What follows belongs to an exercise in optimizing a design on an open flow for small area; a production flow would make more cautious choices.
The RTL was checked by simulation tests, not by an equivalence proof against the original design.
Power figures rest on the tool's default switching activity, not on a simulated workload.

Design motion_core, start of the top module:
module motion_core (
  input  logic       buffered_clk,
  input  logic       resetn_in,
  input  logic       sck,
  input  logic       cs_n,
  input  logic       copi,
  output logic       cipo,
  output logic [1:0] step,
  output logic [1:0] dir,
  output logic [1:0] enable_out,
  output logic       buffer_dtr,
  output logic       move_done
);
  logic rst;
  always_ff @(posedge buffered_clk) begin
    rst <= ~resetn_in;
  end
  logic [2:0]  sck_s;
  logic [2:0]  cs_s;
  logic        sck_rise, sck_fall, cs_rise, cs_fall;
  logic [63:0] rx;           
  logic [6:0]  bit_cnt;      
  logic [3:0]  rise_d;       
  logic        cnt64;
  logic        dec;          
  logic [7:0]  op;
  assign sck_rise = sck_s[1] & ~sck_s[2];
  assign sck_fall = ~sck_s[1] & sck_s[2];
  assign cs_rise  = cs_s[1] & ~cs_s[2];
  assign cs_fall  = ~cs_s[1] & cs_s[2];
  assign cnt64    = bit_cnt[6];
  assign dec      = rise_d[3] & cnt64;
  assign op       = rx[63:56];
  always_ff @(posedge buffered_clk) begin
    sck_s <= {sck_s[1:0], sck};
    cs_s  <= {cs_s[1:0], cs_n};
  end
  always_ff @(posedge buffered_clk) begin
    rise_d <= {rise_d[2:0], cs_rise};
  ...
==> flow/config.mk <==
export PLATFORM = sky130hd
export DESIGN_NAME = motion_core
export DESIGN_NICKNAME = motion_core
export VERILOG_FILES = /design/flow/design.v
export SDC_FILE = /design/flow/constraint.sdc
export NUM_CORES = 4
export LEC_CHECK = 0
export CAP_MARGIN = 20
export CORE_MARGIN = 2
export CORE_UTILIZATION = 60
export SLEW_MARGIN = 20
==> flow/constraint.sdc <==
create_clock -name core_clock -period 10.0 [get_ports {buffered_clk}]
set_input_delay 2.0000 -clock core_clock [delete_from_list [all_inputs] [get_ports {buffered_clk}]]
set_output_delay 2.0000 -clock core_clock [all_outputs]
set_load 0.01 [all_outputs]
standard.sh (not shown) runs the stock make flow with config.mk's settings and CLKGATE_MAP_FILE= SYNTH_SCRIPT=/design/flow/synth_recipe.tcl, a recipe that flattens the netlist after the stock synthesis.
==> flow/flow/run.sh <==
#!/bin/bash
set -euo pipefail
export CTS_ARGS="-sink_clustering_enable -repair_clock_nets -sink_clustering_size 16 -sink_clustering_max_diameter 50 -buf_list sky130_fd_sc_hd__clkbuf_8 -dont_use_dummy_load"
export BUFFER_PORTS_ARGS="-buffer_cell sky130_fd_sc_hd__buf_1"
bash standard.sh > flow_make.log 2>&1
The baseline finished clean.
Change:
CORE_UTILIZATION = 40   (was 60)
CTS_BUF_LIST = sky130_fd_sc_hd__clkbuf_8   (was default)
CTS_CLUSTER_DIAMETER = 50   (was default)
CTS_CLUSTER_SIZE = 16   (was default)
Cell area goes up by about 1.6%.
Total power goes up by about 0.7%.
Synthesized area is unchanged.
Utilization goes down by 22 points.
Setup slack degrades by 62 ps.
First-iteration DRC count goes up by 17%.
Clock skew goes up by 40 ps.
Die area goes up by about 50%.
Non-clock buffer count goes up by 1.
Wire length goes up by 4.7%.


The RTL this note starts from:
==> flow/design.v <==
package motion_pkg;
  localparam int num_motors = 2;
  localparam int word_bits  = 64;
  localparam int acc_bits   = 16;   
  localparam int dur_bits   = 16;   
  localparam int op_bits    = 8;
  localparam int free_bits  = 4;
endpackage
`timescale 1ns/1ps
module motion_core (
  input  logic       buffered_clk,
  input  logic       resetn_in,
  input  logic       sck,
  input  logic       cs_n,
  input  logic       copi,
  output logic       cipo,
  output logic [1:0] step,
  output logic [1:0] dir,
  output logic [1:0] enable_out,
  output logic       buffer_dtr,
  output logic       move_done
);
  logic rst;
  always_ff @(posedge buffered_clk) begin
    rst <= ~resetn_in;
  end
  logic [2:0]  sck_s;
  logic [2:0]  cs_s;
  logic        sck_rise, sck_fall, cs_rise, cs_fall;
  logic [63:0] rx;           
  logic [6:0]  bit_cnt;      
  logic [3:0]  rise_d;       
  logic        cnt64;
  logic        dec;          
  logic [7:0]  op;
  assign sck_rise = sck_s[1] & ~sck_s[2];
  assign sck_fall = ~sck_s[1] & sck_s[2];
  assign cs_rise  = cs_s[1] & ~cs_s[2];
  assign cs_fall  = ~cs_s[1] & cs_s[2];
  assign cnt64    = bit_cnt[6];
  assign dec      = rise_d[3] & cnt64;
  assign op       = rx[63:56];
  always_ff @(posedge buffered_clk) begin
    if (rst) begin
      sck_s <= '0;
      cs_s  <= '1;
    end else begin
      sck_s <= {sck_s[1:0], sck};
      cs_s  <= {cs_s[1:0], cs_n};
    end
  end
  always_ff @(posedge buffered_clk) begin
    rise_d <= {rise_d[2:0], cs_rise};
    if (sck_rise) begin
      rx <= {rx[62:0], copi};
    end
  end
  always_ff @(posedge buffered_clk) begin
    if (rst || cs_fall) begin
      bit_cnt <= '0;
    end else if (sck_fall && !cnt64) begin
      bit_cnt <= bit_cnt + 7'd1;
    end
  end
  logic       push;
  logic [7:0] last_op;
  logic [7:0] moves_done;
  logic       overflow;
  logic       move_complete;
  logic       full;
  logic       is_enable, is_move, is_clear;
  assign is_enable = op == 8'h01;
  assign is_move   = op == 8'h02;
  assign is_clear  = op == 8'h03;
  always_ff @(posedge buffered_clk) begin
    if (rst) begin
      last_op <= '0;
    end else if (dec) begin
      last_op <= op;
    end
  end
  always_ff @(posedge buffered_clk) begin
    if (rst) begin
      push       <= 1'b0;
      enable_out <= '0;
      moves_done <= '0;
      overflow   <= 1'b0;
    end else begin
      push <= dec & is_move & ~full;
      if (dec & is_enable) begin
        enable_out <= rx[49:48];
      end
      if (dec & is_clear) begin
        moves_done <= '0;
      end else if (move_complete) begin
        moves_done <= moves_done + 8'd1;
      end
      if (dec & is_clear) begin
        overflow <= 1'b0;
      end else if (dec & is_move & full) begin
        overflow <= 1'b1;
      end
    end
  end
  logic [49:0] ring [8];
  logic [2:0]  wr_rel, rd_rel;
  logic        empty;
  logic        pop;
  logic        pend;         
  logic        wr_now;
  logic [3:0]  free_slots;
  logic [49:0] head;
  assign empty      = (wr_rel == rd_rel) & ~full;
  assign free_slots = {empty, rd_rel - wr_rel};
  assign wr_now     = ((wr_rel == 3'd0) & ~full) | (pend & (wr_rel == 3'd1));
  assign head       = ring[rd_rel];
  always_ff @(posedge buffered_clk) begin
    for (int i = 0; i < 7; i++) begin
      ring[i] <= ring[i+1];
    end
    ring[7] <= wr_now ? rx[49:0] : ring[0];
  end
  always_ff @(posedge buffered_clk) begin
    if (rst) begin
      wr_rel <= '0;
      rd_rel <= '0;
      full   <= 1'b0;
      pend   <= 1'b0;
    end else begin
      wr_rel <= wr_rel - {2'b0, ~push};
      rd_rel <= rd_rel - {2'b0, ~pop};
      pend   <= push | (pend & (wr_rel != 3'd1));
      if (pop) begin
        full <= 1'b0;
      end else if (push && (wr_rel + 3'd1) == rd_rel) begin
        full <= 1'b1;
      end
    end
  end
  logic [2:0]  st;
  logic [15:0] rem;
  logic [15:0] inc0, inc1, acc0, acc1;
  logic [4:0]  s0, s1;
  logic [3:0]  r_nib;
  logic        c0, c1;       
  logic        b_in, bw;     
  logic        zf;           
  logic        ld, tick, running, chk, rem_last;
  assign ld       = st == 3'b001;
  assign tick     = st == 3'b111;
  assign running  = st[2] | st[1];
  assign pop      = st == 3'b010;
  assign chk      = st[1] & st[0];
  assign s0       = {1'b0, acc0[3:0]} + {1'b0, inc0[3:0]} + {4'b0, c0};
  assign s1       = {1'b0, acc1[3:0]} + {1'b0, inc1[3:0]} + {4'b0, c1};
  assign step     = {tick & s1[4], tick & s0[4]};
  assign b_in     = (st[1:0] == 2'b00) | bw;
  assign r_nib    = rem[3:0] - {3'b0, b_in};
  assign rem_last = st[2] ? (zf & (r_nib == '0)) : (rem == '0);
  assign move_complete = chk & rem_last;
  always_ff @(posedge buffered_clk) begin
    if (ld) begin
      inc0 <= {head[39:32], head[47:40]};
      inc1 <= {head[23:16], head[31:24]};
      rem  <= {head[7:0], head[15:8]};
    end else begin
      inc0 <= {inc0[3:0], inc0[15:4]};
      inc1 <= {inc1[3:0], inc1[15:4]};
      rem  <= {st[2] ? r_nib : rem[3:0], rem[15:4]};
    end
    acc0 <= st[2] ? {s0[3:0], acc0[15:4]} : '0;
    acc1 <= st[2] ? {s1[3:0], acc1[15:4]} : '0;
    c0   <= st[2] & ~chk & s0[4];
    c1   <= st[2] & ~chk & s1[4];
    bw   <= b_in & (rem[3:0] == '0);
    zf   <= ((st[1:0] == 2'b00) | zf) & (r_nib == '0);
  end
  always_ff @(posedge buffered_clk) begin
    if (rst) begin
      st  <= 3'b000;
      dir <= '0;
    end else begin
      if (ld) begin
        dir <= head[49:48];
      end
      if ((st == 3'b000 && empty) || move_complete) begin
        st <= 3'b000;
      end else if (tick) begin
        st <= 3'b100;
      end else begin
        st <= st + 3'd1;
      end
    end
  end
  assign buffer_dtr = ~full;
  assign move_done  = empty & ~running;
  logic [7:0] md_snap;
  logic [3:0] free_snap;
  logic       busy_snap;
  logic [63:0] status;
  always_ff @(posedge buffered_clk) begin
    if (cs_fall) begin
      md_snap   <= moves_done;
      free_snap <= free_slots;
      busy_snap <= running;
    end
  end
  assign status = {last_op, 40'd0, md_snap, free_snap, overflow, busy_snap, enable_out};
  assign cipo   = ~cnt64 & status[~bit_cnt[5:0]];
endmodule
make LEC_CHECK=0 CAP_MARGIN=20 CORE_MARGIN=2 CORE_UTILIZATION=40 CTS_BUF_LIST=sky130_fd_sc_hd__clkbuf_8 CTS_CLUSTER_DIAMETER=40 CTS_CLUSTER_SIZE=25 SLEW_MARGIN=20 finish   # period 10.0 ns
run.sh (not shown) runs the stock make flow with config.mk's settings and CLKGATE_MAP_FILE= SYNTH_SCRIPT=/design/flow/synth_recipe.tcl, a recipe that flattens the netlist after the stock synthesis.
Stock flow here: none of the scripts above is used.
Then changed:
Settings changed: CTS_CLUSTER_DIAMETER 40 to 60, CTS_CLUSTER_SIZE 25 to 20.
The changed run passed the timing, design-rule and antenna checks.
Core utilization decreases by 1.8 points.
Clock-buffer cell count decreases by 29.
Setup slack got worse by 0.025 ns.
Final area decreases by a few percent.
Die area stays the same.
Via count decreases by a few percent.
Cell count decreases by a few percent.
Sequential share of layout area increases by 2.5 points.
Routed wire length decreases by a few percent.
Synthesized area stays the same.
Combinational power is about the same.


// motion_core: RTL as listed in full above, without the edits since
export LEC_CHECK = 0
export CAP_MARGIN = 20
export CORE_MARGIN = 2
export CORE_UTILIZATION = 40
export CTS_BUF_LIST = sky130_fd_sc_hd__clkbuf_4 sky130_fd_sc_hd__clkbuf_8
export CTS_CLUSTER_DIAMETER = 60
export CTS_CLUSTER_SIZE = 20
export SLEW_MARGIN = 20
create_clock -name core_clock -period 10.0 [get_ports {buffered_clk}]
Then changed:
- CORE_UTILIZATION: 40 -> 60
- CTS_BUF_LIST: sky130_fd_sc_hd__clkbuf_4 sky130_fd_sc_hd__clkbuf_8 -> sky130_fd_sc_hd__clkbuf_8
- CTS_CLUSTER_DIAMETER: 60 -> unset
- CTS_CLUSTER_SIZE: 20 -> unset
After rerunning:
- The changed run completed without violations
- power goes up by 13%
- worst setup slack improves by 0.16 ns
- non-clock buffer count goes up by 2
- die area goes down by 33%
- combinational power is about the same
- global-route usage goes up by 8.7 points
- sequential power is about the same
Then changed:
- CORE_UTILIZATION: 60 -> 40
- CTS_BUF_LIST: sky130_fd_sc_hd__clkbuf_8 -> unset
Total power grows by a few percent.
Routed wire length grows slightly.
Core utilization shrinks by 22 points.
Die area grows by well over a third.
Worst setup slack loses 0.11 ns.
Final area grows slightly.
Global-route usage shrinks by 8.3 points.
Then changed:
- CTS_BUF_LIST: unset -> sky130_fd_sc_hd__clkbuf_8
- CTS_CLUSTER_DIAMETER: unset -> 50
- CTS_CLUSTER_SIZE: unset -> 16
After rerunning:
- die area stays the same
- global-route usage decreases by 0.19 points
- count of clock-buffer cells in the layout shrinks by 40
- critical path depth does not change
- fmax came out lower by about 0.56%
- register-to-register slack is about the same


Another version of the RTL of motion_core (not shown whole).
For scale: ~610 flip-flops, ~14 I/O pins, roughly 0.018 sq mm of cells after synthesis.
Settings: LEC_CHECK=0, CAP_MARGIN=20, CORE_MARGIN=2, CORE_UTILIZATION=40, SLEW_MARGIN=20; clock period 10.0 ns.
standard.sh (not shown) runs the stock make flow with config.mk's settings and CLKGATE_MAP_FILE= SYNTH_SCRIPT=/design/flow/synth_recipe.tcl, a recipe that flattens the netlist after the stock synthesis.
==> flow/flow/run.sh <==
#!/bin/bash
set -euo pipefail
export CTS_ARGS="-sink_clustering_enable -repair_clock_nets -sink_clustering_size 10 -sink_clustering_max_diameter 30 -buf_list sky130_fd_sc_hd__clkbuf_4 -dont_use_dummy_load"
export BUFFER_PORTS_ARGS="-buffer_cell sky130_fd_sc_hd__buf_1"
bash standard.sh > flow_make.log 2>&1
Edit:
==> flow/flow/run.sh (replaced) <==
#!/bin/bash
set -euo pipefail
export CTS_ARGS="-sink_clustering_enable -repair_clock_nets -sink_clustering_size 30 -sink_clustering_max_diameter 40 -buf_list sky130_fd_sc_hd__clkbuf_16 -dont_use_dummy_load"
export BUFFER_PORTS_ARGS="-buffer_cell sky130_fd_sc_hd__buf_1"
bash standard.sh > flow_make.log 2>&1
What happened: The changed run completed without violations; die area does not change; utilization is higher by 1.5 points; final cell count is lower by a few percent; routed wire length barely changes; power is higher by roughly a tenth; register-to-register slack loses 50 ps; sequential power hardly moves; area after synthesis stays the same; flip-flop and latch count does not change.
Edit:
==> flow/flow/run.sh (replaced) <==
#!/bin/bash
set -euo pipefail
export CTS_ARGS="-sink_clustering_enable -repair_clock_nets -sink_clustering_size 12 -sink_clustering_max_diameter 40 -buf_list sky130_fd_sc_hd__clkbuf_4 -dont_use_dummy_load"
export BUFFER_PORTS_ARGS="-buffer_cell sky130_fd_sc_hd__buf_1"
bash standard.sh > flow_make.log 2>&1
What happened:
- setup slack is worse by 150 ps
- critical path depth is unchanged
- area after synthesis does not change
- final area falls by about 4.5%
- global-route usage hardly moves
- maximum frequency falls by 3.3%
- power falls by about 13%
- core utilization falls by 2.0 points
- sequential power barely changes


Another version of the RTL of motion_core (not shown whole).
Size: ~1200 cells after synthesis, ~610 flip-flops, roughly 14 I/O pins.
// motion_core
module motion_core (
  input  logic       buffered_clk,
  input  logic       resetn_in,
  input  logic       sck,
  input  logic       cs_n,
  input  logic       copi,
  output logic       cipo,
  output logic [1:0] step,
  output logic [1:0] dir,
  output logic [1:0] enable_out,
  output logic       buffer_dtr,
  output logic       move_done
);
clock: 10.0 ns
lec_check: 0
cap_margin: 20
core_margin: 2
core_utilization: 55
slew_margin: 20
==> flow/flow/run.sh <==
#!/bin/bash
# Layout flow: the standard ORFS flow, except
#  - the combinational logic is mapped with an area-oriented ABC script
#    (flow/abc_area_map.script) in place of ORFS's delay-oriented one; the
#    rest of synthesis is ORFS's, so the registers are the standard ones,
#    which is checked below against a standard synthesis run first;
#  - CTS uses small clock buffers and no dummy loads;
#  - the ports get single-drive buffers.
# Each tool's output goes to a log file in this folder.
set -euo pipefail
RES=orfs/results/sky130hd/motion_core/base

bash standard.sh synth > synth_standard.log 2>&1
mkdir -p synth_standard
cp $RES/1_2_yosys.v synth_standard/

# 2. The same synthesis with the area mapping script
rm -rf alt_scripts && mkdir alt_scripts
for f in "$FLOW_HOME"/scripts/*; do ln -s "$f" alt_scripts/; done
rm alt_scripts/abc_speed.script
cp flow/abc_area_map.script alt_scripts/abc_speed.script
rm -f $RES/1_2_yosys.v $RES/1_2_yosys.sdc $RES/1_synth.odb $RES/1_synth.sdc
SCRIPTS_DIR=$PWD/alt_scripts bash standard.sh synth > synth_area.log 2>&1

# 3. Both netlists must hold the same registers, by name and cell type
regs() { grep -E '^\s*sky130_fd_sc_hd__(s?e?df|dl)[a-z0-9_]* ' "$1" | awk '{print $1, $2}' | sort; }
regs synth_standard/1_2_yosys.v > regs_standard.txt
regs $RES/1_2_yosys.v > regs_area.txt
if ! cmp -s regs_standard.txt regs_area.txt || [ ! -s regs_standard.txt ]; then
  echo "register mismatch: falling back to the standard synthesis" >> synth_area.log
  rm -f $RES/1_2_yosys.v $RES/1_2_yosys.sdc $RES/1_synth.odb $RES/1_synth.sdc
  bash standard.sh synth > synth_standard_again.log 2>&1
fi

# 4. The rest of the standard flow
export CTS_ARGS="-sink_clustering_enable -repair_clock_nets -sink_clustering_size 10 -sink_clustering_max_diameter 45 -buf_list sky130_fd_sc_hd__clkbuf_4 -dont_use_dummy_load"
export BUFFER_PORTS_ARGS="-buffer_cell sky130_fd_sc_hd__buf_1"
bash standard.sh > flow_make.log 2>&1
==> flow/flow/abc_area_map.script <==
strash
&get -n
&fraig -x
&put
scorr
dc2
strash
&get -n
&dch -f
&nf -R 1000 -p
&put
Edit:
CORE_UTILIZATION = 40   (was 55)
GPL_ROUTABILITY_DRIVEN = 0   (was unset)
GPL_TIMING_DRIVEN = 0   (was unset)
Fmax shrinks by about 2%.
Sequential power increases by about 1%.
Hold slack improves by 5.0 ps.
Cell count is higher by 11%.
Combinational power climbs by about 3%.
Die area came out higher by about 37%.
Routed wire length grows by 1.9%.

static timing again, ports no longer ideal:
In the flow no input, the clock included, has a driving cell. The finished layouts below were timed again as built, in two steps.
Step 1, drivers: a clkbuf_16 drives buffered_clk and a buf_2 each remaining input, both assumed.
Step 2 times the ports against the registers' clock, not the clock port: input delays grow and output delays shrink by t, the midpoint of the rising clock arrivals with the driver on.
Slacks: no drivers / after step 1 / after step 2; pairs: no drivers / after step 1.
run	shift t [ns]	slack for setup (ns)	worst data-port slew with drivers (ns)	cell pins on the clock port's net
the first run of note 1	0.609	5.443 / 5.394 / 6.003	0.03	1
the second run of note 1	0.662	5.381 / 5.326 / 5.988	0.04	1
the first run of note 2	0.679	4.772 / 4.719 / 5.399	0.03	1
the second run of note 2	0.649	4.747 / 4.694 / 5.343	0.03	1
the first run of note 3	0.645	4.746 / 4.693 / 5.338	0.03	1
the second run of note 3	0.677	4.906 / 4.857 / 5.535	0.03	1
the third run of note 3	0.655	4.796 / 4.741 / 5.396	0.03	1
the fourth run of note 3	0.675	4.766 / 4.714 / 5.390	0.03	1
the first run of note 4	0.784	5.271 / 5.218 / 6.003	0.03	1
the second run of note 4	0.619	5.441 / 5.381 / 5.999	0.03	1
the third run of note 4	0.740	5.287 / 5.239 / 5.979	0.03	1
the first run of note 5	0.717	5.537 / 5.490 / 6.207	0.03	1
the second run of note 5	0.781	5.448 / 5.401 / 6.183	0.03	1
After both steps setup and hold are still met in every run listed.
